This is an optimization exercise on Yosys and OpenROAD, whose aim is small area, a short achievable clock period and few clock cycles per item, not a production implementation. Function was not checked in any run shown here: the RTL went through the layout flow alone.

$ cat flow/flow/run.sh
#!/bin/bash
# Standard synthesis, then the standard layout with repair_timing aiming for
# extra setup slack (the SDC and the clock period are unchanged), and the
# smallest buffer on each port.
set -euo pipefail
bash standard.sh synth > synth.log 2>&1
bash standard.sh SETUP_SLACK_MARGIN=10.8 "BUFFER_PORTS_ARGS=-buffer_cell sky130_fd_sc_hd__buf_1" finish > layout.log 2>&1
$ cat flow/standard.sh
#!/bin/bash
# synth_recipe.tcl (not shown) runs the flow's synth.tcl, then flattens the netlist and writes it again
# the make line also repeats each setting of config.mk as NAME=value (left out here)
make -C /OpenROAD-flow-scripts/flow DESIGN_CONFIG=/design/flow/config.mk WORK_HOME=/design/flow/orfs CLKGATE_MAP_FILE= SYNTH_SCRIPT=/design/flow/synth_recipe.tcl "${@:-finish}"
$ cat flow/config.mk
export PLATFORM = sky130hd
export DESIGN_NAME = fp_div_top
export DESIGN_NICKNAME = fp_div_top
export VERILOG_FILES = /design/flow/design.v
export SDC_FILE = /design/flow/constraint.sdc
export NUM_CORES = 4
export LEC_CHECK = 0
export CAP_MARGIN = 20
export CORE_MARGIN = 2
export CORE_UTILIZATION = 40
export CTS_CLUSTER_DIAMETER = 150
export CTS_CLUSTER_SIZE = 26
export SLEW_MARGIN = 20
$ cat flow/constraint.sdc
create_clock -name core_clock -period 15.0 [get_ports {clk}]
set_input_delay 3.0000 -clock core_clock [delete_from_list [all_inputs] [get_ports {clk}]]
set_output_delay 3.0000 -clock core_clock [all_outputs]
set_load 0.01 [all_outputs]
$ cat flow/design.v
`default_nettype none
package fp_div_pkg;
    function automatic logic carry_out(input logic [23:0] g, input logic [23:0] p);
        logic [23:0] gt;
        logic [23:0] pt;
        gt = g;
        pt = p;
        for (int lvl = 0; lvl < 5; lvl++)
        begin
            for (int k = 0; k < 12; k++)
            begin
                if (2 * k + 1 < ((24 + (1 << lvl) - 1) >> lvl))
                begin
                    gt[k] = gt[2*k+1] | (pt[2*k+1] & gt[2*k]);
                    pt[k] = pt[2*k+1] & pt[2*k];
                end
                else if (2 * k < ((24 + (1 << lvl) - 1) >> lvl))
                begin
                    gt[k] = gt[2*k];
                    pt[k] = pt[2*k];
                end
            end
        end
        carry_out = gt[0];
    endfunction
    function automatic logic ge7(input logic [7:0] a, input logic [7:0] b);
        logic [7:0] ua;
        logic [7:0] ub;
        logic       c;
        ua = a ^ 8'h80;
        ub = b ^ 8'h80;
        c  = 1'b1;
        for (int i = 0; i < 8; i++)
            c = (ua[i] & ~ub[i]) | ((ua[i] | ~ub[i]) & c);
        ge7 = c;
    endfunction
    typedef logic [25-1:0] rem_t;
    typedef logic [13-1:0] dig_t;
    typedef logic signed [8+1:0] exp_t;
    function automatic logic [2:0] sel4(input logic signed [7:0] y, input logic [2:0] dh);
        logic signed [7:0] mn1;
        logic signed [7:0] m0;
        logic signed [7:0] m1;
        logic signed [7:0] m2;
        logic ge_n1;
        logic ge_0;
        logic ge_1;
        logic ge_2;
        case (dh)
            3'd0:       m2 = 8'sd24;
            3'd1:       m2 = 8'sd28;
            3'd2, 3'd3: m2 = 8'sd32;
            3'd4:       m2 = 8'sd36;
            3'd7:       m2 = 8'sd44;
            default:    m2 = 8'sd40;
        endcase
        m1  = dh[2] ? 8'sd12 : 8'sd8;
        m0  = ~m1;
        mn1 = ~m2;
        ge_n1 = ge7(y, mn1);
        ge_0  = ge7(y, m0);
        ge_1  = ge7(y, m1);
        ge_2  = ge7(y, m2);
        sel4 = {ge_1, (ge_1 & ~ge_2) | (ge_n1 & ~ge_0), ge_2 | ~ge_n1};
    endfunction
endpackage
`default_nettype wire
`default_nettype none
module fp_div_classify
(
    input  wire logic                        clk,
    input  wire logic                        reset,
    input  wire logic                        in_valid,
    input  wire logic [8+23:0] a,
    input  wire logic [8+23:0] b,
    output logic                             out_valid,
    output logic                             sign,
    output logic [8-1:0]             a_exp,
    output logic [8-1:0]             b_exp,
    output logic [25-1:0]             rem_s,
    output logic [6:0]                       rem_c_hi,
    output logic [23-1:0]             b_frac,
    output logic                             q1_is_two
);
    localparam int SIGN_BIT = 8 + 23;
    logic                 q1_two;
    always_comb
    begin
        case (b[23-1:23-3])
            3'd0:    q1_two = a[23-1];
            3'd1:    q1_two = a[23-1] & a[23-2];
            3'd2:    q1_two = &a[23-1:23-3];
            default: q1_two = 1'b0;
        endcase
    end
    always_ff @(posedge clk)
    begin
        if (reset)
            out_valid <= 1'b0;
        else
            out_valid <= in_valid;
    end
    always_ff @(posedge clk)
    begin
        sign   <= a[SIGN_BIT] ^ b[SIGN_BIT];
        a_exp  <= a[SIGN_BIT-1:23];
        b_exp  <= b[SIGN_BIT-1:23];
        rem_s  <= {2'b01, a[23-1:0]};
        rem_c_hi <= q1_two ? {1'b1, b[23-1:23-6]} : {2'b01, b[23-1:23-5]};
        b_frac <= b[23-1:0];
        q1_is_two <= q1_two;
    end
endmodule
`default_nettype wire
`default_nettype none
module fp_div_mant_stage
#(
    parameter int FIRST = 2,    
    parameter int NROWS = 2
)
(
    input  wire logic                   clk,
    input  wire logic                   reset,
    input  wire logic                   in_valid,
    input  wire logic                   in_sign,
    input  wire logic [8:0]     in_ecode,
    input  wire logic [23-1:0]   in_b_frac,
    input  wire logic [25-1:0]   in_s,
    input  wire logic [25-1:0]   in_c,
    input  wire logic [13-1:0] in_qs,
    input  wire logic [13-1:0] in_q1,
    input  wire logic [13-1:0] in_q2,
    output logic                        out_valid,
    output logic                        out_sign,
    output logic [8:0]          out_ecode,
    output logic [23-1:0]        out_b_frac,
    output logic [25-1:0]        out_s,
    output logic [25-1:0]        out_c,
    output logic [13-1:0]   out_qs,
    output logic [13-1:0]   out_q1,
    output logic [13-1:0]   out_q2
);
    localparam int W = 25;
    localparam int PREV = (FIRST > 2) ? 13 + 1 - FIRST : 0;
    fp_div_pkg::rem_t d1;
    fp_div_pkg::rem_t d2;
    fp_div_pkg::rem_t s_n;
    fp_div_pkg::rem_t c_n;
    fp_div_pkg::rem_t s4;
    fp_div_pkg::rem_t c4;
    fp_div_pkg::rem_t x;
    fp_div_pkg::rem_t w1;
    logic             ce;
    fp_div_pkg::dig_t qs_n;
    fp_div_pkg::dig_t q1_n;
    fp_div_pkg::dig_t q2_n;
    logic [7:0] y;
    logic [2:0] q;
    assign d1 = {2'b01, in_b_frac};
    assign d2 = {1'b1, in_b_frac, 1'b0};
    always_comb
    begin
        s_n  = ~in_s;
        c_n  = ~in_c;
        if (FIRST == 2)
            s_n = in_s;
        if (FIRST > 2)
        begin
            s_n[0] = in_qs[PREV] ^ (in_q1[PREV] & in_b_frac[0]);
            s_n[1] = in_qs[PREV] ^ ((in_q1[PREV] & in_b_frac[1]) | (in_q2[PREV] & in_b_frac[0]));
            c_n[0] = in_qs[PREV];
        end
        qs_n = in_qs;
        q1_n = in_q1;
        q2_n = in_q2;
        for (int r = 0; r < NROWS; r++)
        begin
            y  = s_n[W-1:W-8] + c_n[W-1:W-8];
            q  = fp_div_pkg::sel4(y, in_b_frac[23-1:23-3]);
            if (FIRST + r == 2)
            begin
                w1 = s_n + c_n + fp_div_pkg::rem_t'(1);
                s4 = {w1[W-3:0], 2'b00};
                c4 = '0;
            end
            else
            begin
                s4 = {s_n[W-3:0], 2'b00};
                c4 = {c_n[W-3:0], 2'b00};
            end
            for (int i = 0; i < W; i++)
                x[i] = q[2] ^ ((q[1] & d1[i]) | (q[0] & d2[i]));
            c_n = '0;
            for (int i = 0; i < W; i += 2)
            begin
                s_n[i] = s4[i] ^ c4[i] ^ x[i];
                ce     = (s4[i] & c4[i]) | (s4[i] & x[i]) | (c4[i] & x[i]);
                if (i + 1 < W)
                begin
                    s_n[i+1] = s4[i+1] ^ x[i+1] ^ ce;
                    if (i + 2 < W)
                        c_n[i+2] = (s4[i+1] & x[i+1]) | (s4[i+1] & ce) | (x[i+1] & ce);
                end
            end
            c_n[0] = q[2];
            qs_n[13 - FIRST - r] = q[2];
            q1_n[13 - FIRST - r] = q[1];
            q2_n[13 - FIRST - r] = q[0];
        end
    end
    always_ff @(posedge clk)
    begin
        if (reset)
            out_valid <= 1'b0;
        else
            out_valid <= in_valid;
    end
    always_ff @(posedge clk)
    begin
        out_sign   <= in_sign;
        out_ecode  <= in_ecode;
        out_b_frac <= in_b_frac;
        out_s      <= ~s_n;
        out_c      <= ~c_n;
        out_qs     <= qs_n;
        out_q1     <= q1_n;
        out_q2     <= q2_n;
    end
endmodule
`default_nettype wire
`default_nettype none
module fp_div_pack
(
    input  wire logic                   clk,
    input  wire logic                   reset,
    input  wire logic                   in_valid,
    input  wire logic                   in_sign,
    input  wire logic [8:0]     in_ecode,
    input  wire logic [25-1:0]   in_s,    
    input  wire logic [25-1:0]   in_c,    
    input  wire logic [13-1:0] in_qs,
    input  wire logic [13-1:0] in_q1,
    input  wire logic [13-1:0] in_q2,
    output logic                        out_valid,
    output logic [8+23:0] result,
    output logic                        exception,
    output logic                        overflow,
    output logic                        underflow
);
    localparam int W = 25;
    localparam int QW = 2 * 13;
    logic [W-2:0]                 gg;
    logic [W-2:0]                 pp;
    logic                         cin_top;
    logic                         neg;
    logic [QW-1:0]                qpos;
    logic [QW-1:0]                qneg;
    logic [QW-1:0]                qsum;
    logic [25-1:0]        qall;
    logic [25-1:0]        quot;
    logic                         norm_hi;
    logic [23-1:0]         frac;
    logic                         special;
    logic [8-1:0]         ev;
    logic [8-1:0]         exp_res;
    logic                         exc;
    logic                         zero;
    logic                         ovf;
    logic                         unf;
    logic [8+23:0] result_next;
    always_comb
    begin
        gg = in_s[W-2:0] & in_c[W-2:0];
        pp = in_s[W-2:0] | in_c[W-2:0];
        gg[0] = pp[0];
        cin_top = fp_div_pkg::carry_out(gg, pp);
    end
    assign neg = ~(in_s[W-1] ^ in_c[W-1] ^ cin_top);
    always_comb
    begin
        for (int i = 0; i < 13; i++)
        begin
            qpos[2*i +: 2] = in_qs[i] ? {in_q2[i], in_q1[i]} : 2'b00;
            qneg[2*i +: 2] = in_qs[i] ? 2'b00 : {in_q2[i], in_q1[i]};
        end
        qpos[QW-1 -: 2] = {in_q2[13-1], ~in_q2[13-1]};
        qneg[QW-1 -: 2] = 2'b00;
    end
    assign qsum = qpos + ~qneg;
    always_comb
    begin
        qall[0] = 1'b1;
        for (int i = 1; i < 25; i++)
            qall[i] = qall[i-1] & qsum[i-1];
    end
    assign quot = qsum[25-1:0] ^ (qall & {25{~neg}});
    assign norm_hi = quot[25-1];
    assign frac    = norm_hi ? quot[25-2:1] : quot[25-3:0];
    assign special = in_ecode[8];
    assign ev      = in_ecode[8-1:0];
    assign exp_res = norm_hi ? ev + 8'(1) : ev;
    assign exc  = special & ev[1] & ev[0];
    assign zero = special & ev[1] & ~ev[0];
    assign ovf  = special ? (~ev[1] & ev[0])  : (norm_hi & (ev == 8'(255 - 1)));
    assign unf  = special ? (~ev[1] & ~ev[0]) : (~norm_hi & (ev == '0));
    always_comb
    begin
        if (exc)
            result_next = '1;
        else if (zero || unf)
            result_next = {in_sign, {(8 + 23){1'b0}}};
        else if (ovf)
            result_next = {in_sign, {8{1'b1}}, {23{1'b0}}};
        else
            result_next = {in_sign, exp_res, frac};
    end
    always_ff @(posedge clk)
    begin
        if (reset)
        begin
            out_valid <= 1'b0;
            exception <= 1'b0;
            overflow  <= 1'b0;
            underflow <= 1'b0;
        end
        else
        begin
            out_valid <= in_valid;
            exception <= in_valid && exc;
            overflow  <= in_valid && ovf;
            underflow <= in_valid && unf;
        end
    end
    always_ff @(posedge clk)
    begin
        result <= result_next;
    end
endmodule
`default_nettype wire
`default_nettype none
module fp_div_top
(
    input  wire logic                        clk,
    input  wire logic                        reset,
    input  wire logic                        in_valid,
    input  wire logic [8+23:0] a,
    input  wire logic [8+23:0] b,
    output logic                             out_valid,
    output logic [8+23:0]     result,
    output logic                             exception,
    output logic                             overflow,
    output logic                             underflow
);
    localparam int NST = 12;
    localparam int R   = 1;
    logic                  st_valid  [0:NST];
    logic                  st_sign   [0:NST];
    logic [8-1:0]  st_a_exp;
    logic [8-1:0]  st_b_exp;
    logic                  st_exc;
    logic                  st_zero;
    fp_div_pkg::exp_t      st_exp_lo;
    logic [8:0]    st_ecode  [0:NST];
    logic [23-1:0]  st_b_frac [0:NST];
    fp_div_pkg::rem_t      st_s      [0:NST];
    fp_div_pkg::rem_t      st_c      [0:NST];
    fp_div_pkg::dig_t      st_qs     [0:NST];
    fp_div_pkg::dig_t      st_q1     [0:NST];
    fp_div_pkg::dig_t      st_q2     [0:NST];
    logic                  q1_two;
    logic [6:0]            rem_c_hi;
    fp_div_classify u_classify
    (
        .clk       (clk),
        .reset     (reset),
        .in_valid  (in_valid),
        .a         (a),
        .b         (b),
        .out_valid (st_valid[0]),
        .sign      (st_sign[0]),
        .a_exp     (st_a_exp),
        .b_exp     (st_b_exp),
        .rem_s     (st_s[0]),
        .rem_c_hi  (rem_c_hi),
        .b_frac    (st_b_frac[0]),
        .q1_is_two (q1_two)
    );
    assign st_c[0]  = {rem_c_hi, q1_two ? {st_b_frac[0][23-7:0], 1'b0} : st_b_frac[0][23-6:0]};
    assign st_qs[0] = '0;
    assign st_q1[0] = '0;
    assign st_q2[0] = {q1_two, {(13-1){1'b0}}};
    assign st_exc    = (&st_a_exp) || (&st_b_exp) || (st_b_exp == '0);
    assign st_zero   = (st_a_exp == '0);
    assign st_exp_lo = fp_div_pkg::exp_t'({2'b00, st_a_exp}) - fp_div_pkg::exp_t'({2'b00, st_b_exp})
                       + fp_div_pkg::exp_t'(127 - 1);
    always_comb
    begin
        if (st_exc)
            st_ecode[0] = {1'b1, 8'(3)};
        else if (st_zero)
            st_ecode[0] = {1'b1, 8'(2)};
        else if (st_exp_lo >= fp_div_pkg::exp_t'(255))
            st_ecode[0] = {1'b1, 8'(1)};
        else if (st_exp_lo < fp_div_pkg::exp_t'(0))
            st_ecode[0] = {1'b1, 8'(0)};
        else
            st_ecode[0] = {1'b0, st_exp_lo[8-1:0]};
    end
    for (genvar i = 0; i < NST; i++)
    begin : g_div
        localparam int FIRST = 2 + i * R;
        localparam int NROWS = (13 + 1 - FIRST < R) ? 13 + 1 - FIRST : R;
        fp_div_mant_stage
        #(
            .FIRST (FIRST),
            .NROWS (NROWS)
        )
        u_stage
        (
            .clk        (clk),
            .reset      (reset),
            .in_valid   (st_valid[i]),
            .in_sign    (st_sign[i]),
            .in_ecode   (st_ecode[i]),
            .in_b_frac  (st_b_frac[i]),
            .in_s       (st_s[i]),
            .in_c       (st_c[i]),
            .in_qs      (st_qs[i]),
            .in_q1      (st_q1[i]),
            .in_q2      (st_q2[i]),
            .out_valid  (st_valid[i+1]),
            .out_sign   (st_sign[i+1]),
            .out_ecode  (st_ecode[i+1]),
            .out_b_frac (st_b_frac[i+1]),
            .out_s      (st_s[i+1]),
            .out_c      (st_c[i+1]),
            .out_qs     (st_qs[i+1]),
            .out_q1     (st_q1[i+1]),
            .out_q2     (st_q2[i+1])
        );
    end
    fp_div_pack u_pack
    (
        .clk       (clk),
        .reset     (reset),
        .in_valid  (st_valid[NST]),
        .in_sign   (st_sign[NST]),
        .in_ecode  (st_ecode[NST]),
        .in_s      (st_s[NST]),
        .in_c      (st_c[NST]),
        .in_qs     (st_qs[NST]),
        .in_q1     (st_q1[NST]),
        .in_q2     (st_q2[NST]),
        .out_valid (out_valid),
        .result    (result),
        .exception (exception),
        .overflow  (overflow),
        .underflow (underflow)
    );
endmodule
`default_nettype wire
==> results of run 1 <==
[repair_timing]
action                                  4_1_cts  5_1_grt
endpoints found under the setup margin      246      238
setup buffers                                13       16
cloned                                        5        2
gates resized for setup                      47       96
pin swaps                                     7       31
[layer usage]
| metal | GRT usage | share of wire | up-vias |
|---|---|---|---|
| met5 | 0 | 0 | - |
| met4 | 0.0363 | 0.022 | 0 |
| met3 | 0.0175 | 0.029 | 100 |
| met2 | 0.228 | 0.48 | 328 |
| met1 | 0.174 | 0.47 | 11700 |
| li1 | - | - | 12300 |
[registers in the layout (all words and copies together) (netlist names), 12 cells and up]
name and flops:
g_div.u_stage.out_s 278, g_div.u_stage.out_sign 12, u_classify.b_frac 23, g_div.u_stage.out_q1 78
g_div.u_stage.out_c 133, g_div.u_stage.out_ecode 108, g_div.u_stage.out_b_frac 253, g_div.u_stage.out_qs 78
u_classify.rem_s 23, u_pack.result 32, g_div.u_stage.out_valid 12, g_div.u_stage.out_q2 90
[placed cells by master, fill, tap and decap left out, drive strengths merged, types with 8 or more instances in the layout]
cell type / netlist / layout
xnor2: 395 / 395
o311ai: 7 / 8
o21a: 11 / 11
nand2: 109 / 109
or3: 12 / 12
nor3b: 22 / 22
a211oi: 17 / 17
ha: 103 / 103
inv: 244 / 245
nand2b: 24 / 24
dfxtp: 1149 / 1149
fa: 234 / 234
o21ai: 117 / 117
buf: 24 / 148
a31oi: 27 / 27
and3: 14 / 14
or2: 11 / 11
nor2b: 43 / 43
o21bai: 13 / 13
nor4: 11 / 11
nor3: 38 / 38
a21o: 18 / 18
o211ai: 11 / 11
a21oi: 121 / 121
a22oi: 266 / 266
xor2: 63 / 63
mux2i: 47 / 47
o31ai: 16 / 16
nand3b: 11 / 11
maj3: 16 / 16
clkbuf: 82 / 62
nor2: 160 / 160
a21boi: 11 / 11
nand4: 12 / 12
o22ai: 9 / 9
nand3: 26 / 26
[kinds of logic (layout without fill, tap and decap cells)]
| logic type | count (synthesis) | count (layout) | share of synthesized area |
|---|---|---|---|
| AOI/OAI and AO/OA | 718 | 720 | 0.116 |
| xor gates and xnor gates | 458 | 458 | 0.0943 |
| DFF | 1149 | 1149 | 0.541 |
| adders and majority gates | 353 | 353 | 0.144 |
| buffers and inverters | 351 | 458 | 0.0318 |
| and+or+nand+nor | 513 | 514 | 0.0600 |
| muxes | 54 | 54 | 0.0130 |
[synthesized netlist by cell type (all sizes together), types with 9 or more instances]
master,count,area (sq um)
a211oi,17,128
o31ai,16,120
or3,12,75.1
xor2,63,552
o21a,11,83.8
fa,234,4680
nand4,12,75.1
nand2b,24,150
o22ai,9,56.3
dfxtp,1149,23000
a22oi,266,2000
or2,11,71.3
a31oi,27,169
nor2,160,608
a21oi,121,609
ha,103,1290
nor3b,22,165
nand3b,11,82.6
xnor2,395,3460
buf,24,123
nor4,11,68.8
a21o,18,135
o21bai,13,97.6
nand2,109,409
clkbuf,82,309
o211ai,11,87.6
o21ai,117,593
inv,244,916
nor2b,43,269
nor3,38,201
and3,14,87.6
mux2i,47,470
maj3,16,160
nand3,26,130
a21boi,11,86.3
[critical path, delay by kind of cell, from the launching register on]
family | cells | cell delay (ns)
AOI/OAI and AO/OA | 4 | 0.65
muxes | 1 | 0.19
DFF | 1 | 0.38
adders and majority gates | 5 | 1.58
xor gates and xnor gates | 2 | 0.35
buffers and inverters | 4 | 0.37
and+or+nand+nor | 3 | 0.56
[cell type report]
cell class / instances / area, sq um
Clock inverter: 2 / 38.8
Inverter: 245 / 921
Fill cell: 9803 / 58700
Timing Repair Buffer: 160 / 932
Tap cell: 1391 / 1740
Multi-Input combinational cell: 2099 / 18700
Clock buffer: 51 / 1280
Sequential cell: 1149 / 23000
[path summary, 6_finish.rpt]
check,end,slack [ns],cells past startpoint
worst min register to register,g_div[7].u_stage.out_ecode[7],0.32,0
worst max register to register,g_div[0].u_stage.out_s[13],10.82,19
worst max-delay path,g_div[0].u_stage.out_s[13],10.82,19
worst min-delay path,g_div[7].u_stage.out_ecode[7],0.32,0
==> impl_metrics.env, run 1 <==
export IMPL_status="complete, no violations"
export IMPL_synth_area_sq_mm=0.0425
export IMPL_cap_violations=0
export IMPL_async_reset_ff_frac=0
export IMPL_holdWs_ns=0.322
export IMPL_tightest_slew_ns=0.934
export IMPL_critical_path_cell_chain="buf_12 -> mux2i_1 -> ha_2 -> inv_2 -> fa_2 -> xor2_4 -> a21oi_2 -> nor3_2 -> o21ai_1 -> nand3_1 -> maj3_2 -> or3_4 -> o22ai_4 -> buf_6 -> a22oi_1 -> xnor2_1 -> ha_2 -> fa_1 -> inv_1"
export IMPL_slowest_stage="fa_1"
export IMPL_wl_per_cell_microns=14.3
export IMPL_dpl_cell_count=5007
export IMPL_top_level_ports=103
export IMPL_synth_main_ff_cell="dfxtp_1"
export IMPL_fmax_mhz=239
export IMPL_crit_path_frequent_cell="ha_2"
export IMPL_period_minus_slack_ns=4.18
export IMPL_cts_root_buf="clkbuf_16"
export IMPL_htree_levels=2
export IMPL_clk_path_buf_depth=3
export IMPL_final_cells=5097
export IMPL_final_core_util=0.443
export IMPL_grt_ovfl_total=0
export IMPL_hold_class="register to register"
export IMPL_finalWorstSetupSlack_ns=10.82
export IMPL_post_route_period_util=0.279
export IMPL_avgSynthCellArea_sq_um=11.8
export IMPL_num_antenna_cells=0
export IMPL_slew_viol_final=0
export IMPL_drive_gt1_frac=0.0691
export IMPL_dieArea_sq_mm=0.109
export IMPL_wl_microns=72800
export IMPL_slew_headroom=0.376
export IMPL_r2r_start="u_classify.rem_c_hi[6]"
export IMPL_syn_inst=3596
export IMPL_hold_start="g_div[6].u_stage.out_ecode[7]"
export IMPL_clkSinkCount=1149
export IMPL_ctsHoldBuffers=0
export IMPL_dpl_cell_area_sq_mm=0.0444
export IMPL_coreArea_sq_mm=0.105
export IMPL_portBuffers=102
export IMPL_routed_via_count=24400
export IMPL_ys_seq_area_frac=0.541
export IMPL_cpPeakStageDelay_ns=0.47
export IMPL_syn_nets=4000
export IMPL_path_class="register to register"
export IMPL_fp_dieH_microns=330
export IMPL_syn2layout_area_growth_pct=9.72
export IMPL_grt_pass1_vias=24400
export IMPL_fin_nets=4109
export IMPL_final_cell_area_sq_mm=0.0467
export IMPL_ant_nets=0
export IMPL_cts_buffers=50
export IMPL_setup_viol=0
export IMPL_viasPerCell=4.79
export IMPL_place_gp_congestion=0.819
export IMPL_arrival_ns=4.72
export IMPL_start_kind="register"
export IMPL_initial_utilization=0.403
export IMPL_track_usage=0.132
export IMPL_yosysWarnings=41
export IMPL_finClkSkew_ns=0.0196
export IMPL_dr_pass1_iters=16
export IMPL_hold_viol=0
export IMPL_worstPathMaxFanout=6
export IMPL_die_w_microns=330
export IMPL_end_kind="register"
export IMPL_grt_pass1_wl_microns=121000
export IMPL_rows=119
export IMPL_antenna_found_initial=0
export IMPL_drtIter0Drc=1190
export IMPL_cp_required_ns=15.54
export IMPL_tns_ns=0
export IMPL_clk_pin_slew_worst_paths_ns=0.10
export IMPL_grt_start_max_net_pins=28
export IMPL_post_synth_num_cell_types=90
export IMPL_insertion_delay_ns=0.64
export IMPL_ys_seq_elements=1149
export IMPL_drc=0
export IMPL_cts_tree="built"
export IMPL_place_ws_ns=10.17
export IMPL_hpwl_microns=54400
export IMPL_synth_edf_count=0
export IMPL_crit_path_start="u_classify.rem_c_hi[6]"
export IMPL_grt_setup_unrepaired="true"
==> run 2: changes to the inputs <==
--- a/flow/design.v
+++ b/flow/design.v
@@ -79,5 +79,5 @@
     output logic [8-1:0]             b_exp,
     output logic [25-1:0]             rem_s,
-    output logic [6:0]                       rem_c_hi,
+    output logic [7:0]                       est,
     output logic [23-1:0]             b_frac,
     output logic                             q1_is_two
@@ -85,4 +85,6 @@
     localparam int SIGN_BIT = 8 + 23;
     logic                 q1_two;
+    logic [7:0]           est_one;
+    logic [7:0]           est_two;
     always_comb
     begin
@@ -94,4 +96,6 @@
         endcase
     end
+    assign est_one = {2'b01, a[23-1:23-6]} + ~{2'b01, b[23-1:23-6]};
+    assign est_two = {2'b01, a[23-1:23-6]} + ~{1'b1, b[23-1:23-7]};
     always_ff @(posedge clk)
     begin
@@ -107,5 +111,5 @@
         b_exp  <= b[SIGN_BIT-1:23];
         rem_s  <= {2'b01, a[23-1:0]};
-        rem_c_hi <= q1_two ? {1'b1, b[23-1:23-6]} : {2'b01, b[23-1:23-5]};
+        est    <= q1_two ? est_two : est_one;
         b_frac <= b[23-1:0];
         q1_is_two <= q1_two;
@@ -131,4 +135,5 @@
     input  wire logic [13-1:0] in_q1,
     input  wire logic [13-1:0] in_q2,
+    input  wire logic [7:0]             in_est,    
     output logic                        out_valid,
     output logic                        out_sign,
@@ -176,5 +181,8 @@
         for (int r = 0; r < NROWS; r++)
         begin
-            y  = s_n[W-1:W-8] + c_n[W-1:W-8];
+            if (FIRST + r == 2)
+                y = in_est;
+            else
+                y = s_n[W-1:W-8] + c_n[W-1:W-8];
             q  = fp_div_pkg::sel4(y, in_b_frac[23-1:23-3]);
             if (FIRST + r == 2)
@@ -369,5 +377,5 @@
     fp_div_pkg::dig_t      st_q2     [0:NST];
     logic                  q1_two;
-    logic [6:0]            rem_c_hi;
+    logic [7:0]            est;
     fp_div_classify u_classify
     (
@@ -382,9 +390,9 @@
         .b_exp     (st_b_exp),
         .rem_s     (st_s[0]),
-        .rem_c_hi  (rem_c_hi),
+        .est       (est),
         .b_frac    (st_b_frac[0]),
         .q1_is_two (q1_two)
     );
-    assign st_c[0]  = {rem_c_hi, q1_two ? {st_b_frac[0][23-7:0], 1'b0} : st_b_frac[0][23-6:0]};
+    assign st_c[0]  = q1_two ? {1'b1, st_b_frac[0], 1'b0} : {2'b01, st_b_frac[0]};
     assign st_qs[0] = '0;
     assign st_q1[0] = '0;
@@ -429,4 +437,5 @@
             .in_q1      (st_q1[i]),
             .in_q2      (st_q2[i]),
+            .in_est     (est),
             .out_valid  (st_valid[i+1]),
             .out_sign   (st_sign[i+1]),
==> run 2 against run 1 <==
Against the previous run:
- still clean
- critical path depth fell by 6
- final area up 0.14%
- first-iteration DRC count is 6.4% lower
- global-route usage increased by 0.49 points
- flip-flop and latch count grew 2
- setup slack worse by 0.18 ns
- register-to-register slack gained 0.21 ns
- fmax is 4.0% lower
- core utilization about the same
==> impl_metrics.env, run 2 <==
export IMPL_top_register="g_div.u_stage.out_s"
export IMPL_portBuffers=102
export IMPL_post_route_period_util=0.290
export IMPL_critical_path_cell_chain="buf_8 -> a21boi_2 -> o22ai_1 -> nand3b_1 -> mux2i_1 -> ha_2 -> fa_2 -> a21oi_2 -> nor2_1 -> nor2_2 -> o21bai_1 -> a21oi_1 -> xnor2_1"
export IMPL_coreArea_sq_mm=0.106
export IMPL_yosysWarnings=41
export IMPL_fp_dieH_microns=331
export IMPL_hold_depth=0
export IMPL_wl_per_cell_microns=14.7
export IMPL_cp_num_buf_inv=1
export IMPL_wl_microns=75200
export IMPL_ys_seq_elements=1151
export IMPL_grt_ovfl_total=0
export IMPL_clkSinkCount=1151
export IMPL_place_gp_congestion=0.818
export IMPL_htree_levels=2
export IMPL_antenna_found_initial=2
export IMPL_dieArea_sq_mm=0.109
export IMPL_cp_required_ns=15.59
export IMPL_cts_root_buf="clkbuf_16"
export IMPL_die_w_microns=331
export IMPL_top_level_ports=103
export IMPL_syn_nets=4015
export IMPL_dpl_cell_count=5026
export IMPL_path_class="input port to register"
export IMPL_clk_path_buf_depth=3
export IMPL_yosys_cell_count_top_type="dfxtp_1"
export IMPL_hpwl_microns=56200
export IMPL_drc=0
export IMPL_drive_gt1_frac=0.0657
export IMPL_drtIter0Drc=1114
export IMPL_r2r_start="g_div[8].u_stage.out_c[20]"
export IMPL_reg_top3="g_div.u_stage.out_s (278), g_div.u_stage.out_b_frac (253), g_div.u_stage.out_c (133)"
export IMPL_syn2layout_area_growth_pct=9.47
export IMPL_end_kind="register"
export IMPL_rows=119
export IMPL_grt_pass1_wl_microns=124000
export IMPL_largest_register_ffs=278
export IMPL_dr_pass1_iters=4
export IMPL_final_cells=5104
export IMPL_ant_nets=0
export IMPL_hold_class="register to register"
export IMPL_grt_setup_unrepaired="true"
export IMPL_cap_violations=0
export IMPL_fin_nets=4117
export IMPL_post_synth_num_cell_types=89
export IMPL_synth_area_top_cells="dfxtp_1 54%, fa_1 11%, xnor2_1 7.9%, a22oi_1 4.7%, ha_1 3.2%"
export IMPL_crit_family="compound AO/OA/AOI/OAI gates"
export IMPL_period_minus_slack_ns=4.36
export IMPL_grt_start_max_net_pins=27
export IMPL_track_usage=0.137
export IMPL_syn_inst=3606
export IMPL_status="complete, no violations"
export IMPL_async_reset_ff_frac=0
export IMPL_clk_pin_slew_worst_paths_ns=0.10
export IMPL_hold_start="g_div[9].u_stage.out_qs[3]"
export IMPL_setup_viol=0
export IMPL_synth_area_sq_mm=0.0427
export IMPL_tightest_slew_ns=0.969
export IMPL_slowest_stage="fa_2"
export IMPL_ctsHoldBuffers=0
export IMPL_finClkSkew_ns=0.0352
export IMPL_reg2reg_to="g_div[9].u_stage.out_s[13]"
export IMPL_synth_top_area_cell="dfxtp_1"
export IMPL_min_to="g_div[10].u_stage.out_qs[3]"
export IMPL_tns_ns=0
export IMPL_slew_viol_final=0
export IMPL_reg2reg_setup_slack_ns=11.03
export IMPL_final_core_util=0.443
export IMPL_synth_main_ff_cell="dfxtp_1"
export IMPL_fmax_mhz=230
export IMPL_worstPathMaxFanout=4
export IMPL_slew_headroom=0.354
export IMPL_arrival_ns=4.95
export IMPL_avgSynthCellArea_sq_um=11.8
export IMPL_ys_seq_area_frac=0.540
export IMPL_synth_commonest_cells="1151 x dfxtp_1, 383 x xnor2_1, 268 x a22oi_1"
export IMPL_synth_edf_count=0
export IMPL_cpPeakStageDelay_ns=0.36
export IMPL_viasPerCell=4.81
export IMPL_layout_commonest_cell="dfxtp_1"
export IMPL_grt_pass1_vias=25300
export IMPL_place_ws_ns=9.67
export IMPL_insertion_delay_ns=0.66
export IMPL_routed_via_count=24600
export IMPL_hold_viol=0
export IMPL_cts_buffers=50
export IMPL_layout_common_cells="1147 x dfxtp_1, 368 x xnor2_1, 268 x a22oi_1, 241 x inv_1, 233 x fa_1"
export IMPL_synth_top_area_frac=0.540
export IMPL_worstRegToRegCells=14
export IMPL_cts_tree="built"
export IMPL_start_kind="input port"
export IMPL_finalWorstSetupSlack_ns=10.64
export IMPL_initial_utilization=0.404
==> run 2: per-stage QoR <==
stage	area, sq um	hold WS [ns]
global placement	44700	0.312
finish	46700	0.322
global route	46700	0.329
CTS	46200	0.321
detailed placement	44700	0.312
floorplan	42700	0.310
==> run 2: repair_timing <==
item | 4_1_cts | 5_1_grt
endpoints found under the setup margin | 229 | 271
buffers inserted | 3 | 13
cloned | 0 | 5
pin swaps | 1 | 26
resized for setup | 38 | 97
==> run 2: worst reg2reg max path, cell delays in order, from the launching register on <==
cell	delay, ns
dfxtp_1	0.39
inv_1	0.06
ha_1	0.35
a31oi_1	0.31
nor3b_1	0.10
nor2_1	0.18
xnor2_2	0.19
a41o_1	0.24
buf_8	0.24
clkinvlp_4	0.20
a32o_4	0.40
a22oi_1	0.20
xnor2_1	0.11
fa_1	0.39
fa_1	0.47
==> run 2: final cells by class <==
type	count	area (sq um)
clock buffer	53	1320
antenna	1	2.50
sequential	1151	23000
inverter	243	918
tap	1391	1740
clock inverter	3	55.1
fill	9755	58800
multi-input combinational	2118	18800
timing repair buffer	144	823
==> run 2: cell families after synthesis <==
kind of cell | Yosys count | synth area share
fa+ha+maj | 357 | 0.145
simple gates | 499 | 0.0589
mux | 49 | 0.0115
flops | 1151 | 0.540
xor+xnor | 454 | 0.0933
buf+inv | 341 | 0.0302
compound gates | 755 | 0.121
==> run 2: how the worst max path moves through the flow <==
stage                     startpoint                 to  slack [ns]  cells after the start
after detailed placement       a[20]  u_classify.est[6]        9.67                     13
after global placement         a[20]  u_classify.est[6]        9.68                     13
after floorplan                b[21]  u_classify.est[6]       10.06                     12
final                          b[21]  u_classify.est[6]       10.64                     13
after CTS                      b[21]  u_classify.est[6]       10.63                     13
after global routing           b[21]  u_classify.est[6]       10.57                     13
==> run 2: routing by layer <==
layer / vias up / routed length [microns] / track usage
met4: 0 / 1350 / 0.0326
met2: 256 / 39100 / 0.255
li1: 12400 / - / -
met1: 11900 / 32500 / 0.164
met3: 83 / 2220 / 0.0220
met5: - / 0 / 0
==> run 3: changes to the inputs <==
--- a/flow/design.v
+++ b/flow/design.v
@@ -1,4 +1,19 @@
 `default_nettype none
 package fp_div_pkg;
+    function automatic logic [7:0] add8(input logic [7:0] x, input logic [7:0] y);
+        logic [7:0] g;
+        logic [7:0] p;
+        logic [7:0] h;
+        g = x & y;
+        p = x ^ y;
+        h = p;
+        for (int s = 1; s < 8; s = s * 2)
+            for (int i = 7; i >= s; i--)
+            begin
+                g[i] = g[i] | (h[i] & g[i-s]);
+                h[i] = h[i] & h[i-s];
+            end
+        add8 = p ^ {g[6:0], 1'b0};
+    endfunction
     function automatic logic carry_out(input logic [23:0] g, input logic [23:0] p);
         logic [23:0] gt;
@@ -96,6 +111,6 @@
         endcase
     end
-    assign est_one = {2'b01, a[23-1:23-6]} + ~{2'b01, b[23-1:23-6]};
-    assign est_two = {2'b01, a[23-1:23-6]} + ~{1'b1, b[23-1:23-7]};
+    assign est_one = fp_div_pkg::add8({2'b01, a[23-1:23-6]}, ~{2'b01, b[23-1:23-6]});
+    assign est_two = fp_div_pkg::add8({2'b01, a[23-1:23-6]}, ~{1'b1, b[23-1:23-7]});
     always_ff @(posedge clk)
     begin
==> run 3 against run 2 <==
Against the previous run:
- still clean on timing, DRC and antenna
- critical path depth down 12
- fmax grew 5.4%
- core utilization shrank 0.31 points
- final area down 0.69%
- setup slack gained 0.22 ns
- synthesized area barely moved
- hold slack lost 0.0095 ns
- register-to-register slack worse by 0.10 ns
- critical endpoint is now result[20]
==> impl_metrics.env, run 3 <==
export IMPL_status="complete, no violations"
export IMPL_wl_per_cell_microns=14.2
export IMPL_syn2layout_area_growth_pct=8.68
export IMPL_hold_viol=0
export IMPL_post_synth_num_cell_types=88
export IMPL_grt_start_max_net_pins=27
export IMPL_wl_microns=72500
export IMPL_yosysWarnings=41
export IMPL_cp_required_ns=12.00
export IMPL_layout_common_cells="1144 x dfxtp_1, 389 x xnor2_1, 265 x a22oi_1, 250 x inv_1, 233 x fa_1"
export IMPL_final_cells=5104
export IMPL_crit_family="flip-flops"
export IMPL_routed_via_count=24500
export IMPL_tns_ns=0
export IMPL_grt_ovfl_total=0
export IMPL_clkSinkCount=1151
export IMPL_arrival_ns=1.13
export IMPL_synth_commonest_cells="1151 x dfxtp_1, 395 x xnor2_1, 265 x a22oi_1"
export IMPL_path_class="register to primary output"
export IMPL_start_kind="register"
export IMPL_portBuffers=102
export IMPL_post_route_period_util=0.275
export IMPL_fp_dieH_microns=331
export IMPL_fill_cells=9744
export IMPL_dr_pass1_iters=5
export IMPL_clk_path_buf_depth=3
export IMPL_synth_top_area_frac=0.540
export IMPL_place_gp_congestion=0.826
export IMPL_async_reset_ff_frac=0
export IMPL_initial_utilization=0.405
export IMPL_insertion_delay_ns=0.63
export IMPL_rows=119
export IMPL_reg_top3="g_div.u_stage.out_s (278), g_div.u_stage.out_b_frac (253), g_div.u_stage.out_c (133)"
export IMPL_hold_class="register to register"
export IMPL_layout_commonest_cell="dfxtp_1"
export IMPL_top_level_ports=103
export IMPL_grt_pass1_wl_microns=121000
export IMPL_num_antenna_cells=0
export IMPL_track_usage=0.132
export IMPL_synth_edf_count=0
export IMPL_synth_area_top_cells="dfxtp_1 54%, fa_1 11%, xnor2_1 8.1%, a22oi_1 4.7%, ha_1 3.3%"
export IMPL_avgSynthCellArea_sq_um=11.7
export IMPL_finClkSkew_ns=0.0240
export IMPL_htree_levels=2
export IMPL_worstPathMaxFanout=1
export IMPL_cts_tree="built"
export IMPL_antenna_found_initial=0
export IMPL_synth_main_ff_cell="dfxtp_1"
export IMPL_ctsHoldBuffers=0
export IMPL_period_minus_slack_ns=4.13
export IMPL_tightest_slew_ns=0.874
export IMPL_viasPerCell=4.79
export IMPL_syn_nets=4051
export IMPL_cts_buffers=50
export IMPL_dpl_cell_count=5044
export IMPL_largest_register_ffs=278
export IMPL_die_w_microns=331
export IMPL_critical_path_cell_chain="buf_1"
export IMPL_cts_root_buf="clkbuf_16"
export IMPL_coreArea_sq_mm=0.106
export IMPL_drc=0
export IMPL_end_kind="primary output"
export IMPL_fin_nets=4127
export IMPL_fmax_mhz=242
export IMPL_ys_seq_area_frac=0.540
export IMPL_cpPeakStageDelay_ns=0.34
export IMPL_drive_gt1_frac=0.0544
export IMPL_grt_pass1_vias=24700
export IMPL_slew_viol_final=0
export IMPL_syn_inst=3635
export IMPL_hpwl_microns=54800
export IMPL_top_register="g_div.u_stage.out_s"
export IMPL_yosys_cell_count_top_type="dfxtp_1"
export IMPL_holdWs_ns=0.312
export IMPL_cp_num_buf_inv=1
export IMPL_dieArea_sq_mm=0.109
export IMPL_drtIter0Drc=1262
export IMPL_ys_seq_elements=1151
export IMPL_grt_setup_unrepaired="true"
export IMPL_ant_nets=0
export IMPL_slew_headroom=0.417
export IMPL_synth_area_sq_mm=0.0427
export IMPL_reg2reg_setup_slack_ns=10.93
export IMPL_final_core_util=0.440
export IMPL_setup_viol=0
export IMPL_cap_violations=0
export IMPL_synth_top_area_cell="dfxtp_1"
export IMPL_slowest_stage="dfxtp_1"
export IMPL_clk_pin_slew_worst_paths_ns=0.10
-- run 3: kinds of logic after synthesis --
| family | share of synthesized area |
|---|---|
| and+or+nand+nor | 0.0602 |
| DFF | 0.540 |
| xor gates and xnor gates | 0.0947 |
| adders and majority gates | 0.148 |
| AOI/OAI and AO/OA | 0.115 |
| muxes | 0.00993 |
| buffers and inverters | 0.0330 |
-- run 3: timing repair --
action / CTS / global route
gates cloned: 1 / 2
pin swaps: 2 / 8
setup endpoints to repair: 195 / 269
buffers inserted: 2 / 1
resized for setup: 43 / 56
-- run 3: cell type report --
class | count | area (sq um) | area share
flip-flops and latches | 1151 | 23100 | 0.497
multi-input cells | 2121 | 18600 | 0.401
clock inverters | 3 | 48.8 | 0.00105
repair buffers | 133 | 691 | 0.0149
clock buffers | 51 | 1280 | 0.0275
well taps | 1391 | 1740 | 0.0375
inverters | 254 | 971 | 0.0209
-- run 3: stage by stage --
stage / cell area [sq um] / setup slack [ns]
final: 46400 / 10.87
after global routing: 46400 / 10.70
after CTS: 46100 / 10.80
after detailed placement: 44700 / 10.19
after global placement: 44700 / 10.29
after floorplan: 42800 / 10.73
-- run 3: path summary, 6_finish.rpt --
kind                                             startpoint                     endpoint  depth (start not counted)
worst min-delay path            g_div[0].u_stage.out_q2[12]  g_div[1].u_stage.out_q2[12]                          0
worst max register to register  g_div[11].u_stage.out_q1[1]             u_pack.result[0]                         12
worst max-delay path                      u_pack.result[20]                   result[20]                          1
worst min register to register  g_div[0].u_stage.out_q2[12]  g_div[1].u_stage.out_q2[12]                          0
-- run 3: routing by layer --
layer | part of all wire | track usage | wire, microns | up-vias
li1 | - | - | - | 12300
met1 | 0.46 | 0.171 | 33500 | 11700
met2 | 0.49 | 0.234 | 35300 | 336
met3 | 0.032 | 0.0153 | 2340 | 88
met4 | 0.019 | 0.0312 | 1340 | 0
met5 | 0 | 0 | 0 | -
==> run 4: changes to the inputs <==
--- a/flow/config.mk
+++ b/flow/config.mk
@@ -12,2 +12,3 @@
 export CTS_CLUSTER_SIZE = 26
 export SLEW_MARGIN = 20
+export TNS_END_PERCENT = 50
==> run 4 against run 3 <==
Against the previous run:
- still clean
- via count fell by 0.17%
- final cell count rose by 0.14%
- clock skew rose by 0.027 ns
- global-route usage barely moved
- synthesized cell count did not move
- critical path type unchanged
- critical endpoint is now result[8]
==> impl_metrics.env, run 4 <==
export IMPL_dieArea_sq_mm=0.109
export IMPL_synth_commonest_cells="1151 x dfxtp_1, 395 x xnor2_1, 265 x a22oi_1"
export IMPL_grt_pass1_wl_microns=121000
export IMPL_wl_microns=72500
export IMPL_cts_tree="built"
export IMPL_antenna_found_initial=0
export IMPL_synthAdderAreaFrac=0.148
export IMPL_hpwl_microns=54900
export IMPL_clk_path_buf_depth=3
export IMPL_synth_simple_area_share=0.0602
export IMPL_layout_commonest_cell="dfxtp_1"
export IMPL_place_gp_congestion=0.820
export IMPL_finalWorstSetupSlack_ns=10.79
export IMPL_tightest_slew_ns=0.887
export IMPL_slew_viol_final=0
export IMPL_worstRegToRegCells=17
export IMPL_portBuffers=102
export IMPL_largest_register_ffs=278
export IMPL_fp_dieH_microns=331
export IMPL_finClkSkew_ns=0.0507
export IMPL_synth_top_area_frac=0.540
export IMPL_period_minus_slack_ns=4.21
export IMPL_fmax_mhz=237
export IMPL_r2r_start="u_classify.q1_is_two"
export IMPL_final_core_util=0.441
export IMPL_critical_path_cell_chain="clkbuf_2"
export IMPL_path_class="register to primary output"
export IMPL_cp_required_ns=12.00
export IMPL_rows=119
export IMPL_coreArea_sq_mm=0.106
export IMPL_syn_nets=4051
export IMPL_layout_common_cells="1146 x dfxtp_1, 388 x xnor2_1, 265 x a22oi_1, 250 x inv_1, 233 x fa_1"
export IMPL_viasPerCell=4.78
export IMPL_hold_start="g_div[4].u_stage.out_qs[9]"
export IMPL_place_ws_ns=10.14
export IMPL_cts_root_buf="clkbuf_16"
export IMPL_num_antenna_cells=0
export IMPL_synth_edf_count=0
export IMPL_cpPeakStageDelay_ns=0.38
export IMPL_slew_headroom=0.409
export IMPL_holdWs_ns=0.292
export IMPL_synth_area_top_cells="dfxtp_1 54%, fa_1 11%, xnor2_1 8.1%, a22oi_1 4.7%, ha_1 3.3%"
export IMPL_grt_setup_unrepaired="true"
export IMPL_synth_compound_area_frac=0.115
export IMPL_ys_seq_area_frac=0.540
export IMPL_drc=0
export IMPL_yosys_cell_count_top_type="dfxtp_1"
export IMPL_cts_buffers=50
export IMPL_slowest_stage="dfxtp_1"
export IMPL_crit_family="flip-flops"
export IMPL_grt_ovfl_total=0
export IMPL_insertion_delay_ns=0.66
export IMPL_min_to="g_div[5].u_stage.out_qs[9]"
export IMPL_synthXorXnorAreaFrac=0.0947
export IMPL_clk_pin_slew_worst_paths_ns=0.10
export IMPL_routed_via_count=24400
export IMPL_top_level_ports=103
export IMPL_synthMuxAreaShare=0.00993
export IMPL_synth_top_area_cell="dfxtp_1"
export IMPL_yosysWarnings=41
export IMPL_post_route_period_util=0.281
export IMPL_htree_levels=2
export IMPL_wl_per_cell_microns=14.2
export IMPL_synth_main_ff_cell="dfxtp_1"
export IMPL_track_usage=0.132
export IMPL_top_register="g_div.u_stage.out_s"
export IMPL_worstPathMaxFanout=1
export IMPL_hold_class="register to register"
export IMPL_cp_num_buf_inv=1
export IMPL_synth_area_sq_mm=0.0427
export IMPL_start_kind="register"
export IMPL_post_synth_num_cell_types=88
export IMPL_end_kind="primary output"
export IMPL_reg_top3="g_div.u_stage.out_s (278), g_div.u_stage.out_b_frac (253), g_div.u_stage.out_c (133)"
export IMPL_ant_nets=0
export IMPL_cap_violations=0
export IMPL_arrival_ns=1.21
export IMPL_reg2reg_to="g_div[0].u_stage.out_s[23]"
export IMPL_grt_pass1_vias=24700
export IMPL_syn_inst=3635
export IMPL_reg2reg_setup_slack_ns=10.92
export IMPL_status="complete, no violations"
export IMPL_synth_top_family_by_area="adder cells"
export IMPL_syn2layout_area_growth_pct=8.92
export IMPL_async_reset_ff_frac=0
export IMPL_avgSynthCellArea_sq_um=11.7
export IMPL_dr_pass1_iters=7
export IMPL_clkSinkCount=1151
export IMPL_drtIter0Drc=1179
export IMPL_tns_ns=0
export IMPL_initial_utilization=0.405
export IMPL_ys_seq_elements=1151
export IMPL_fin_nets=4134
export IMPL_drive_gt1_frac=0.0513
export IMPL_die_w_microns=331
export IMPL_setup_viol=0
export IMPL_hold_depth=0
export IMPL_grt_start_max_net_pins=27
export IMPL_ctsHoldBuffers=0
export IMPL_hold_viol=0
[run 4: cell type report]
cell class / count / area (sq um)
clock buffers: 50 / 1250
fillers: 9742 / 59100
multi-input cells: 2121 / 18700
clock inverters: 4 / 110
flip-flops and latches: 1151 / 23100
well taps: 1391 / 1740
repair buffers: 140 / 696
inverters: 254 / 971
[run 4: routing by layer]
layer  share of wire  GRT usage  vias up
li1                -          -    12300
met1            0.47      0.173    11700
met2            0.48      0.232      305
met3           0.028     0.0160       74
met4           0.018     0.0306        0
met5               0          0        -
[run 4: worst max-delay path by stage]
stage                                           start                end  cells past startpoint  slack [ns]
after floorplan                                 b[17]  u_classify.est[6]                     10       10.73
after global placement                          b[17]  u_classify.est[6]                     11       10.25
after detailed placement  g_div[11].u_stage.out_c[20]  u_pack.result[19]                     12       10.14
after CTS                           u_pack.result[16]         result[16]                      1       10.63
after global routing                 u_pack.underflow          underflow                      1       10.71
final                                u_pack.result[8]          result[8]                      1       10.79
[run 4: what timing repair did]
item | 4_1_cts | 5_1_grt
setup buffers | 1 | 8
setup endpoints to repair | 209 | 291
gates resized for setup | 20 | 62
pin swaps | 2 | 10
cloned | 1 | 2
[run 4: logic make-up (layout without fill, tap and decap cells)]
| kind of cell | Yosys count | count (layout) |
|---|---|---|
| DFF | 1151 | 1151 |
| adders and majority gates | 366 | 366 |
| xor gates and xnor gates | 461 | 461 |
| buffers and inverters | 366 | 448 |
| and+or+nand+nor | 525 | 527 |
| AOI/OAI and AO/OA | 724 | 725 |
| muxes | 42 | 42 |
[run 4: per-stage QoR]
step,instance area [sq um],std cells
floorplan,42800,3635
global placement,44700,5044
detailed placement,44700,5045
CTS,46100,5101
global route,46500,5111
finish,46500,5111
[run 4: worst register-to-register path, delay by kind of cell (launching register included)]
family	cells	cell delay, ns
compound gates	8	1.73
mux	1	0.25
flops	1	0.36
buf+inv	2	0.27
simple gates	2	0.27
xor+xnor	1	0.15
fa+ha+maj	3	0.97
==> run 5: changes to the inputs <==
--- a/flow/config.mk
+++ b/flow/config.mk
@@ -6,4 +6,5 @@
 export NUM_CORES = 4
 export LEC_CHECK = 0
+export ABC_AREA = 1
 export CAP_MARGIN = 20
 export CORE_MARGIN = 2
@@ -12,3 +13,2 @@
 export CTS_CLUSTER_SIZE = 26
 export SLEW_MARGIN = 20
-export TNS_END_PERCENT = 50
==> run 5 against run 4 <==
Against the previous run:
- hold slack improved by 0.033 ns
- final area increased by 3.1%
- die area grew 2.1%
- non-clock buffer count is 16 higher
- still clean
- clock-buffer cell count unchanged
- largest cell class unchanged
==> impl_metrics.env, run 5 <==
export IMPL_htree_levels=2
export IMPL_cts_tree="built"
export IMPL_status="complete, no violations"
export IMPL_antenna_found_initial=0
export IMPL_place_gp_congestion=0.852
export IMPL_synth_edf_count=0
export IMPL_cts_buffers=50
export IMPL_final_cell_area_sq_mm=0.0480
export IMPL_slowest_stage="dfxtp_2"
export IMPL_grt_pass1_vias=26600
export IMPL_cp_num_buf_inv=1
export IMPL_synth_area_top_cells="dfxtp_1 53%, fa_1 11%, xor2_1 7.6%, inv_1 6.0%, nand2_1 4.2%"
export IMPL_final_core_util=0.442
export IMPL_dieArea_sq_mm=0.112
export IMPL_hold_viol=0
export IMPL_grt_setup_unrepaired="true"
export IMPL_slew_headroom=0.381
export IMPL_track_usage=0.144
export IMPL_drive_gt1_frac=0.0661
export IMPL_hold_class="register to register"
export IMPL_synth_top_area_frac=0.528
export IMPL_ctsHoldBuffers=0
export IMPL_layout_commonest_cell="dfxtp_1"
export IMPL_syn2layout_area_growth_pct=9.95
export IMPL_cp_required_ns=12.00
export IMPL_async_reset_ff_frac=0
export IMPL_period_minus_slack_ns=4.15
export IMPL_dpl_cell_area_sq_mm=0.0455
export IMPL_insertion_delay_ns=0.67
export IMPL_clk_pin_slew_worst_paths_ns=0.10
export IMPL_drc=0
export IMPL_final_cells=5801
export IMPL_top_level_ports=103
export IMPL_synth_area_sq_mm=0.0436
export IMPL_worstPathMaxFanout=1
export IMPL_grt_pass1_wl_microns=133000
export IMPL_synth_top_area_cell="dfxtp_1"
export IMPL_fin_nets=4800
export IMPL_arrival_ns=1.15
export IMPL_synth_commonest_cells="1151 x dfxtp_1, 697 x inv_1, 488 x nand2_1"
export IMPL_top_register="g_div.u_stage.out_s"
export IMPL_rows=121
export IMPL_reg_top3="g_div.u_stage.out_s (278), g_div.u_stage.out_b_frac (253), g_div.u_stage.out_c (133)"
export IMPL_post_synth_num_cell_types=58
export IMPL_slew_viol_final=0
export IMPL_num_antenna_cells=0
export IMPL_largest_register_ffs=278
export IMPL_post_route_period_util=0.277
export IMPL_dpl_cell_count=5689
export IMPL_critical_path_cell_chain="buf_6"
export IMPL_tns_ns=0
export IMPL_ant_nets=0
export IMPL_portBuffers=102
export IMPL_synth_main_ff_cell="dfxtp_1"
export IMPL_wl_microns=83400
export IMPL_ys_seq_elements=1151
export IMPL_crit_family="flip-flops"
export IMPL_clk_path_buf_depth=3
export IMPL_routed_via_count=26700
export IMPL_yosys_cell_count_top_type="dfxtp_1"
export IMPL_start_kind="register"
export IMPL_fill_cells=10200
export IMPL_die_w_microns=334
export IMPL_end_kind="primary output"
export IMPL_reg2reg_setup_slack_ns=10.97
export IMPL_path_class="register to primary output"
export IMPL_cpPeakStageDelay_ns=0.38
export IMPL_fp_dieH_microns=334
export IMPL_clkSinkCount=1151
export IMPL_grt_ovfl_total=0
export IMPL_avgSynthCellArea_sq_um=10.3
export IMPL_coreArea_sq_mm=0.109
export IMPL_hpwl_microns=61600
export IMPL_cts_root_buf="clkbuf_16"
export IMPL_finClkSkew_ns=0.0322
export IMPL_holdWs_ns=0.324
export IMPL_syn_inst=4254
export IMPL_cap_violations=0
export IMPL_yosysWarnings=41
export IMPL_wl_per_cell_microns=14.4
export IMPL_fmax_mhz=241
export IMPL_layout_common_cells="1138 x dfxtp_1, 682 x inv_1, 474 x nand2_1, 375 x xor2_1, 264 x o22ai_1"
export IMPL_initial_utilization=0.402
export IMPL_ys_seq_area_frac=0.528
export IMPL_grt_start_max_net_pins=47
export IMPL_setup_viol=0
export IMPL_syn_nets=4670
export IMPL_drtIter0Drc=1063
export IMPL_tightest_slew_ns=0.927
export IMPL_viasPerCell=4.60
export IMPL_dr_pass1_iters=5
-- run 5: cell types whose count changed after synthesis, sizes merged, moves of 31 or more --
cell	previous run	this run
inv	252	703
nand2	104	503
xnor2	396	53
xor2	65	380
o22ai	10	277
a22oi	265	1
nand3	37	94
nor2b	44	0
nor2	184	224
mux2i	39	0
o21ai	127	165
a21oi	132	101
-- run 5: path summary, 6_finish.rpt --
kind	to	depth (start not counted)	start
worst max-delay path	result[11]	1	u_pack.result[11]
worst max register to register	g_div[3].u_stage.out_s[23]	18	g_div[2].u_stage.out_c[18]
worst min-delay path	g_div[7].u_stage.out_q2[12]	0	g_div[6].u_stage.out_q2[12]
worst min register to register	g_div[7].u_stage.out_q2[12]	0	g_div[6].u_stage.out_q2[12]
-- run 5: what timing repair did --
item / 4_1_cts / 5_1_grt
setup buffers: 14 / 25
gates cloned: 9 / 9
endpoints found under the setup margin: 317 / 246
endpoints found under the hold margin: 0 / 0
resized for setup: 70 / 110
pin swaps: 2 / 17
-- run 5: worst reg2reg max path: cells and delay by family, from the launching register on --
kind / cells / cell delay [ns]
xor gates and xnor gates: 2 / 0.44
AOI/OAI and AO/OA: 4 / 0.86
buffers and inverters: 4 / 0.49
adders and majority gates: 4 / 1.25
and+or+nand+nor: 4 / 0.50
DFF: 1 / 0.37
-- run 5: cell type report --
type                            instances  area, sq um  area share
Timing Repair Buffer                  156          930      0.0194
Tap cell                             1414         1770      0.0369
Sequential cell                      1151        23100       0.481
Clock buffer                           50         1250      0.0261
Timing Repair inverter                 12         87.6     0.00183
Inverter                              709         2710      0.0564
Clock inverter                          5         80.1     0.00167
Multi-Input combinational cell       2304        18100       0.377
-- run 5: cells by family (layout without fill, tap and decap cells) --
family                     after synthesis  in the layout  synth area share
DFF                                   1151           1151             0.528
and+or+nand+nor                        886            891            0.0869
buffers and inverters                  804            932            0.0702
AOI/OAI and AO/OA                      631            631            0.0871
xor gates and xnor gates               433            433            0.0871
adders and majority gates              349            349             0.141
-- run 5: metrics by stage --
step	worst slack, ns
after floorplan	10.77
after global placement	10.01
after detailed placement	9.96
after CTS	10.79
after global routing	10.72
final	10.85
-- run 5: per-layer routing --
metal  share of wire  global-route usage
met5               0                   0
met4           0.036              0.0532
met3           0.028              0.0164
met2            0.51               0.266
met1            0.43               0.171
==> run 6: changes to the inputs <==
--- a/flow/config.mk
+++ b/flow/config.mk
@@ -6,9 +6,9 @@
 export NUM_CORES = 4
 export LEC_CHECK = 0
-export ABC_AREA = 1
 export CAP_MARGIN = 20
 export CORE_MARGIN = 2
-export CORE_UTILIZATION = 40
+export CORE_UTILIZATION = 60
 export CTS_CLUSTER_DIAMETER = 150
 export CTS_CLUSTER_SIZE = 26
+export PLACE_DENSITY = 0.72
 export SLEW_MARGIN = 20
==> run 6 against run 5 <==
Against the previous run:
- setup slack worse by 0.019 ns
- global-route usage up 4.3 points
- largest cell class unchanged
- routed wire length down 16%
- register-to-register slack about the same
- final cell count down 20%
- first-iteration DRC count down 0.56%
==> impl_metrics.env, run 6 <==
export IMPL_synth_edf_count=0
export IMPL_yosys_cell_count_top_type="dfxtp_1"
export IMPL_viasPerCell=5.31
export IMPL_reg2reg_to="u_pack.result[16]"
export IMPL_r2r_start="g_div[11].u_stage.out_q1[1]"
export IMPL_clk_pin_slew_worst_paths_ns=0.10
export IMPL_drc=0
export IMPL_num_antenna_cells=0
export IMPL_hold_class="register to register"
export IMPL_rows=97
export IMPL_period_minus_slack_ns=4.17
export IMPL_hold_viol=0
export IMPL_synth_commonest_cells="1151 x dfxtp_1, 395 x xnor2_1, 265 x a22oi_1"
export IMPL_fin_nets=4132
export IMPL_wl_per_cell_microns=15.0
export IMPL_syn_inst=3635
export IMPL_cp_required_ns=12.00
export IMPL_insertion_delay_ns=0.64
export IMPL_hold_depth=0
export IMPL_die_w_microns=271
export IMPL_post_route_period_util=0.278
export IMPL_critical_path_cell_chain="buf_2"
export IMPL_fmax_mhz=240
export IMPL_synth_main_ff_cell="dfxtp_1"
export IMPL_worstPathMaxFanout=1
export IMPL_crit_family="flip-flops"
export IMPL_dr_pass1_iters=5
export IMPL_ys_seq_area_frac=0.540
export IMPL_worstRegToRegCells=12
export IMPL_finClkSkew_ns=0.0335
export IMPL_hold_start="g_div[10].u_stage.out_ecode[0]"
export IMPL_slew_viol_final=0
export IMPL_place_ws_ns=10.16
export IMPL_status="complete, no violations"
export IMPL_cp_num_buf_inv=1
export IMPL_post_synth_num_cell_types=88
export IMPL_cts_root_buf="clkbuf_16"
export IMPL_reg_top3="g_div.u_stage.out_s (278), g_div.u_stage.out_b_frac (253), g_div.u_stage.out_c (133)"
export IMPL_multiInputGateArea_sq_mm=0.0188
export IMPL_drive_gt1_frac=0.0530
export IMPL_ctsHoldBuffers=0
export IMPL_ys_seq_elements=1151
export IMPL_start_kind="register"
export IMPL_fp_dieH_microns=271
export IMPL_avgSynthCellArea_sq_um=11.7
export IMPL_synth_top_area_frac=0.540
export IMPL_drtIter0Drc=1057
export IMPL_grt_ovfl_total=0
export IMPL_portBuffers=102
export IMPL_setup_viol=0
export IMPL_htree_levels=2
export IMPL_synth_area_sq_mm=0.0427
export IMPL_slew_headroom=0.280
export IMPL_grt_pass1_vias=24700
export IMPL_end_kind="primary output"
export IMPL_track_usage=0.187
export IMPL_dieArea_sq_mm=0.0733
export IMPL_cpPeakStageDelay_ns=0.38
export IMPL_clk_path_buf_depth=3
export IMPL_reg2reg_setup_slack_ns=10.96
export IMPL_yosysWarnings=41
export IMPL_cap_violations=0
export IMPL_ant_nets=0
export IMPL_grt_setup_unrepaired="true"
export IMPL_initial_utilization=0.608
export IMPL_slowest_stage="dfxtp_1"
export IMPL_async_reset_ff_frac=0
export IMPL_seq_area_sq_mm=0.0230
export IMPL_syn2layout_area_growth_pct=7.57
export IMPL_grt_start_max_net_pins=27
export IMPL_clkSinkCount=1151
export IMPL_cts_tree="built"
export IMPL_syn_nets=4051
export IMPL_path_class="register to primary output"
export IMPL_wl_microns=69800
export IMPL_top_level_ports=103
export IMPL_cts_buffers=50
export IMPL_layout_commonest_cell="dfxtp_1"
export IMPL_synth_area_top_cells="dfxtp_1 54%, fa_1 11%, xnor2_1 8.1%, a22oi_1 4.7%, ha_1 3.3%"
export IMPL_tightest_slew_ns=1.08
export IMPL_largest_register_ffs=278
export IMPL_hpwl_microns=51500
export IMPL_synth_top_area_cell="dfxtp_1"
export IMPL_routed_via_count=24700
export IMPL_arrival_ns=1.17
export IMPL_min_to="g_div[11].u_stage.out_ecode[0]"
export IMPL_grt_pass1_wl_microns=117000
export IMPL_tns_ns=0
export IMPL_top_register="g_div.u_stage.out_s"
export IMPL_antenna_found_initial=0
export IMPL_layout_common_cells="1149 x dfxtp_1, 384 x xnor2_1, 265 x a22oi_1, 250 x inv_1, 233 x fa_1"
export IMPL_fill_cells=5343
export IMPL_place_gp_congestion=0.881
export IMPL_coreArea_sq_mm=0.0703
export IMPL_finalWorstSetupSlack_ns=10.83
[run 6: changes by cell type after synthesis, moves of 51 or more]
cell / delta
xor2_1: -314
inv_1: -445
nand2_1: -385
nand3_1: -51
a22oi_1: +264
o21ai_0: -55
o22ai_1: -268
xnor2_1: +342
[run 6: final cells by class]
| type | count | share of cell area |
|---|---|---|
| Clock buffer | 50 | 0.0272 |
| Inverter | 254 | 0.0212 |
| Tap cell | 940 | 0.0256 |
| Clock inverter | 3 | 0.00123 |
| Sequential cell | 1151 | 0.502 |
| Multi-Input combinational cell | 2122 | 0.408 |
| Timing Repair Buffer | 137 | 0.0147 |
[run 6: worst max path at each step]
stage / cells past startpoint / startpoint / to
after floorplan: 10 / b[17] / u_classify.est[6]
final: 1 / u_pack.result[10] / result[10]
after CTS: 12 / g_div[11].u_stage.out_c[20] / u_pack.result[10]
after global routing: 12 / g_div[11].u_stage.out_q1[1] / u_pack.result[0]
after detailed placement: 12 / g_div[11].u_stage.out_q1[1] / u_pack.result[10]
after global placement: 12 / g_div[11].u_stage.out_q1[1] / u_pack.result[19]
[run 6: layer usage]
layer,vias to the layer above,global-route usage,part of all wire,wire length [microns]
met1,11900,0.232,0.44,30400
met5,-,0,0,0
met3,99,0.0214,0.030,2120
li1,12400,-,-,-
met4,0,0.0606,0.027,1910
met2,330,0.340,0.51,35300
[run 6: logic make-up after synthesis]
| kind of cell | after synthesis | share of synthesized area |
|---|---|---|
| xor+xnor | 461 | 0.0947 |
| buf+inv | 366 | 0.0330 |
| mux | 42 | 0.00993 |
| flops | 1151 | 0.540 |
| fa+ha+maj | 366 | 0.148 |
| simple gates | 525 | 0.0602 |
| compound gates | 724 | 0.115 |
[run 6: through the flow]
step | utilization | std cells | area, sq um | hold slack (ns)
CTS | 0.647 | 4643 | 45500 | 0.320
finish | 0.654 | 4657 | 45900 | 0.318
global placement | 0.627 | 4589 | 44100 | 0.309
global route | 0.654 | 4657 | 45900 | 0.322
floorplan | - | 3635 | 42800 | 0.310
detailed placement | 0.627 | 4589 | 44100 | 0.312
[run 6: timing repair]
action,CTS,global route
cloned,1,3
setup buffers,0,11
endpoints found under the setup margin,182,244
gates resized for setup,30,59
pin swaps,1,12

==> separate check: timing with driven ports <==
The flow's constraints put no driver on any port. The routed layouts listed below were extracted and timed again, unchanged, in two steps.
Step 1: set_driving_cell puts a clkbuf_16 on clk and a buf_2 on each other input, an assumption about the parent block.
Step 2, shift: input delay + t, output delay - t, t = (earliest + latest rising clock arrival at the registers) / 2. This alone moves slack from input paths to output paths.
a / b / c = no drivers / after step 1 / after step 2; a / b = the first two.
run | shift t [ns] | setup slack, ns | pins driven straight from the clock port
run 1 | 0.691 | 10.820 / 10.794 / 10.820 | 1
run 2 | 0.715 | 10.644 / 10.673 / 9.958 | 1
run 3 | 0.689 | 10.869 / 10.798 / 10.295 | 1
run 4 | 0.701 | 10.789 / 10.721 / 10.285 | 1
run 5 | 0.719 | 10.851 / 10.786 / 10.395 | 1
run 6 | 0.683 | 10.831 / 10.769 / 10.259 | 1
After both steps every run listed still meets setup and hold. The setup slack of run 2, which loses most, moves by +0.029 ns with the drivers and by -0.686 ns with both steps.
